This is an optimization exercise on Yosys and OpenROAD, whose aim is small area, not a production implementation.
The RTL was checked by simulation tests, not by an equivalence proof against the original design.
Power and IR drop assume default switching activity. No driver is modelled on the clock port, so clocking that relies on it looks cheaper here than on a real chip.

## build 50
==> flow/design.v <==
`default_nettype none
package corePkg;
	typedef enum logic [7-1:0]
	{
		OP_ADD = 7'h00,
		OP_SUB = 7'h01,
		OP_MUL = 7'h02,
		OP_MOV = 7'h14,
		OP_MOVI = 7'h15,
		OP_NOP = 7'h7f
	} opcodeT;
	typedef logic [5-1:0] regIdxT;
	typedef logic [3-1:0] robIdxT;
	typedef logic [32-1:0] wordT;
endpackage
`default_nettype wire
`timescale 1ns/10ps
`default_nettype none
module issueQueue
(
	input logic clk,
	input logic rst,
	input logic instValid,
	input logic [32-1:0] inst,
	input logic pop,
	output logic headValid,
	output logic [25:0] head
);
	logic isMovi;
	logic [2:0] op;
	logic [25:0] mem [4];
	logic [2:0] rdPtr;
	logic [2:0] wrPtr;
	always_comb
	begin
		case (inst[31:25])
			7'h00: op = 3'd1;
			7'h01: op = 3'd3;
			7'h02: op = 3'd4;
			7'h14: op = 3'd6;
			default: op = 3'd0;
		endcase
	end
	assign isMovi = inst[31:25] == 7'h15;
	always_ff @(posedge clk)
	begin
		if (instValid)
			mem[wrPtr[1:0]] <= {isMovi, inst[24:3], isMovi ? inst[2:0] : op};
	end
	always_ff @(posedge clk)
	begin
		if (rst)
		begin
			rdPtr <= '0;
			wrPtr <= '0;
		end
		else
		begin
			if (instValid)
				wrPtr <= wrPtr + 1'b1;
			if (pop)
				rdPtr <= rdPtr + 1'b1;
		end
	end
	assign headValid = rdPtr != wrPtr;
	assign head = mem[rdPtr[1:0]];
endmodule
`default_nettype wire
`timescale 1ns/10ps
`default_nettype none
module registerFile
(
	input logic clk,
	input logic clr,
	input logic [4:0] rs1,
	input logic [4:0] rs2,
	input logic we,
	input logic [4:0] rd,
	input logic wbit,
	output logic rs1bit,
	output logic rs2bit
);
	logic [31:0] col;
	for (genvar r = 0; r < 32; r++)
	begin : g_reg
		logic [31:0] ring;
		logic inBit;
		assign col[r] = ring[0];
		assign inBit = clr ? 1'b0 : ((we && rd == 5'(r)) ? wbit : ring[0]);
		always_ff @(posedge clk)
			ring <= {inBit, ring[31:1]};
	end
	assign rs1bit = col[rs1];
	assign rs2bit = col[rs2];
endmodule
`default_nettype wire
`timescale 1ns/10ps
`default_nettype none
module execCore
(
	input logic clk,
	input logic rst,
	input logic instValid,
	input logic [32-1:0] inst,
	input logic commitCredit,
	output logic instCredit,
	output logic commitValid,
	output corePkg::regIdxT commitDst,
	output corePkg::wordT commitData
);
	logic [4:0] t;
	logic clr;
	logic busy;
	logic done;
	logic [4:0] frame;
	logic [2:0] credits;
	logic headValid;
	logic [25:0] head;
	logic [2:0] op;
	logic pop;
	logic [4:0] rd;
	logic [4:0] rs1;
	logic [4:0] rs2;
	logic [31:0] immx;
	logic isOp;
	logic isMul;
	logic isSub;
	logic useB;
	logic isImm;
	logic rs1bit;
	logic rs2bit;
	logic we;
	logic newBit;
	logic aPrev;
	logic c1;
	logic c2;
	logic bHi;
	logic bLo;
	logic nbHi;
	logic nbLo;
	logic [33:0] acc;
	logic t0;
	logic t31;
	logic lastFrame;
	logic capture;
	logic capHi;
	logic capLo;
	logic x1;
	logic y1;
	logic ci1;
	logic s1;
	logic y2;
	logic ci2;
	issueQueue issueQueue_inst
	(
		.clk(clk),
		.rst(rst),
		.instValid(instValid),
		.inst(inst),
		.pop(pop),
		.headValid(headValid),
		.head(head)
	);
	registerFile registerFile_inst
	(
		.clk(clk),
		.clr(clr),
		.rs1(rs1),
		.rs2(rs2),
		.we(we),
		.rd(rd),
		.wbit(newBit),
		.rs1bit(rs1bit),
		.rs2bit(rs2bit)
	);
	assign isImm = head[25];
	assign rd = head[24:20];
	assign rs1 = head[19:15];
	assign rs2 = head[14:10];
	assign immx = {{12{head[19]}}, head[19:0]};
	assign op = isImm ? 3'd0 : head[2:0];
	assign isOp = isImm || (op != 3'd0);
	assign isMul = op == 3'd4;
	assign isSub = op == 3'd3;
	assign useB = op[0];
	assign t0 = t == 5'd0;
	assign t31 = t == 5'd31;
	assign lastFrame = !isMul || frame == 5'd16;
	assign capture = t[4:1] == ~frame[3:0];
	assign capHi = capture && t[0];
	assign capLo = capture && !t[0];
	assign x1 = isMul ? (acc[0] && (t[4:1] != 4'd0) && (frame != 5'd1)) :
		(isImm ? immx[t] : rs1bit);
	assign y1 = isMul ? (bLo && rs1bit) : (useB && (rs2bit ^ isSub));
	assign ci1 = t0 ? isSub : c1;
	assign s1 = x1 ^ y1 ^ ci1;
	assign y2 = isMul && bHi && aPrev && !t0;
	assign ci2 = !t0 && c2;
	assign newBit = s1 ^ y2 ^ ci2;
	assign we = busy && lastFrame;
	assign commitValid = done && t0 && (credits != 3'd0);
	assign commitDst = rd;
	assign commitData = acc[33:2];
	assign pop = commitValid || (headValid && !isOp && !busy && !done);
	assign instCredit = pop;
	always_ff @(posedge clk)
	begin
		c1 <= (x1 & y1) | (x1 & ci1) | (y1 & ci1);
		c2 <= (s1 & y2) | (s1 & ci2) | (y2 & ci2);
		aPrev <= rs1bit;
		acc <= {busy ? newBit : acc[2], acc[33:1]};
		if (capHi)
			nbHi <= rs2bit;
		if (capLo)
			nbLo <= rs2bit;
		if (t31)
		begin
			bHi <= capHi ? rs2bit : nbHi;
			bLo <= nbLo;
		end
	end
	always_ff @(posedge clk)
	begin
		if (rst)
		begin
			t <= '0;
			clr <= 1'b1;
			busy <= 1'b0;
			done <= 1'b0;
			frame <= '0;
			credits <= 3'(4);
		end
		else
		begin
			t <= t + 1'b1;
			if (t31)
				clr <= 1'b0;
			if (t31)
			begin
				if (busy)
				begin
					if (lastFrame)
					begin
						busy <= 1'b0;
						done <= 1'b1;
					end
					frame <= frame + 1'b1;
				end
				else if (!done && headValid && isOp)
				begin
					busy <= 1'b1;
					frame <= '0;
				end
			end
			if (commitValid)
				done <= 1'b0;
			credits <= credits + 3'(commitCredit) - 3'(commitValid);
		end
	end
endmodule
`default_nettype wire
make LEC_CHECK=0 CAP_MARGIN=20 CORE_MARGIN=2 CORE_UTILIZATION=60 CTS_BUF_LIST=sky130_fd_sc_hd__clkbuf_8 CTS_CLUSTER_DIAMETER=50 CTS_CLUSTER_SIZE=20 SLEW_MARGIN=20 finish   # period 12.0 ns
run.sh (not shown) runs the stock make flow with config.mk's settings and CLKGATE_MAP_FILE= SYNTH_SCRIPT=/design/flow/synth_recipe.tcl, a recipe that flattens the netlist after the stock synthesis.
--- input diff build 50..build 46 ---
Settings: CTS_BUF_LIST removed (was sky130_fd_sc_hd__clkbuf_8); CTS_CLUSTER_SIZE removed (was 20); CTS_CLUSTER_DIAMETER removed (was 50).
==> flow/flow/run.sh (new file) <==
#!/bin/bash
# The standard layout (standard.sh), with two changes: ports get the smallest buffer
# (buf_1), and clock tree synthesis uses clkbuf_16 leaf clusters without dummy loads.
set -euo pipefail
CTS="-sink_clustering_enable -repair_clock_nets -dont_use_dummy_load"
CTS="$CTS -buf_list sky130_fd_sc_hd__clkbuf_16 -sink_clustering_size 36 -sink_clustering_max_diameter 80"
bash standard.sh \
	"BUFFER_PORTS_ARGS=-buffer_cell sky130_fd_sc_hd__buf_1" \
	"CTS_ARGS=$CTS" \
	finish > standard_make.log 2>&1
==> flow/standard.sh (new file) <==
#!/bin/bash
# synth_recipe.tcl (not shown) runs the flow's synth.tcl, then flattens the netlist and writes it again
# the make line also repeats each setting of config.mk as NAME=value (left out here)
make -C /OpenROAD-flow-scripts/flow DESIGN_CONFIG=/design/flow/config.mk WORK_HOME=/design/flow/orfs CLKGATE_MAP_FILE= SYNTH_SCRIPT=/design/flow/synth_recipe.tcl "${@:-finish}"
removed: flow/run.sh
## What came out
In build 46 the wire length turned out 2.0% lower than in build 50.
Between build 50 and build 46, the difference in relative contribution of combinational cells to total power is negligible.
Going from build 50 to build 46, parity-gate share of the synthesized area counting xor and xnor cells barely changed; total routing resource utilization after global routing fell 0.47 points; instance area at placement saw a decrease; total power has decreased; final design utilization fell by 2.0 points.
Input-level comparison between build 9 and build 46:
--- a/flow/flow/run.sh
+++ b/flow/flow/run.sh
@@ -4,5 +4,5 @@
 set -euo pipefail
 CTS="-sink_clustering_enable -repair_clock_nets -dont_use_dummy_load"
-CTS="$CTS -buf_list sky130_fd_sc_hd__clkbuf_16 -sink_clustering_size 36 -sink_clustering_max_diameter 80"
+CTS="$CTS -buf_list sky130_fd_sc_hd__clkbuf_16 -sink_clustering_size 36 -sink_clustering_max_diameter 100"
 bash standard.sh \
 	"BUFFER_PORTS_ARGS=-buffer_cell sky130_fd_sc_hd__buf_1" \
### Flow results
Where post-route worst hold slack is concerned, build 46 is outperformed by build 9. Build 9 against build 46: area after synthesis was more or less identical, leakage power total roughly the same, global-route wire length before repair went down. Compared build 9 against build 46; final area within noise. Compared build 46 against build 9; share of the core filled with cells in the final layout within noise. Sequential cell power delta (build 9 -> build 46): insignificant. Build 9 vs build 46, wire length on met3 went down by 73 µm.
> inputs changed (build 9 -> build 87)
--- a/flow/flow/run.sh
+++ b/flow/flow/run.sh
@@ -4,5 +4,5 @@
 set -euo pipefail
 CTS="-sink_clustering_enable -repair_clock_nets -dont_use_dummy_load"
-CTS="$CTS -buf_list sky130_fd_sc_hd__clkbuf_16 -sink_clustering_size 36 -sink_clustering_max_diameter 100"
+CTS="$CTS -buf_list sky130_fd_sc_hd__clkbuf_16 -sink_clustering_size 30 -sink_clustering_max_diameter 60"
 bash standard.sh \
 	"BUFFER_PORTS_ARGS=-buffer_cell sky130_fd_sc_hd__buf_1" \
## What came out
In terms of critical path depth, build 9 and build 87 differ only marginally. Every run (build 9 and build 87) finished clean. Compared build 9 against build 87; setup slack within noise. Taking build 9 as the reference, in build 87 internal power component grew by 3.5%; utilization grew by 0.64 points.

[separate check: timing with driven ports]
In the flow no input, the clock included, has a driving cell. The finished layouts below were timed again as built, in two steps.
Step 1, drivers: a clkbuf_16 drives clk and a buf_2 each remaining input, both assumed.
Step 2 also shifts input and output timing later by t, the mid clock arrival at the registers, as if the neighbouring blocks saw the same clock.
a / b / c = ideal ports / drivers / drivers and shift; a / b = the first two.
| run | t (ns) | setup WS [ns] | hold WS [ns] | pins driven straight from the clock port |
|---|---|---|---|---|
| build 50 | 0.710 | 5.993 / 5.940 / 6.650 | 0.315 / 0.315 / 0.315 | 1 |
| build 46 | 0.623 | 6.512 / 6.454 / 7.077 | 0.245 / 0.245 / 0.245 | 1 |
| build 9 | 0.624 | 6.494 / 6.436 / 7.060 | 0.270 / 0.270 / 0.270 | 1 |
| build 87 | 0.621 | 6.492 / 6.434 / 7.056 | 0.242 / 0.242 / 0.242 | 1 |
After both steps setup and hold are still met in every run listed.
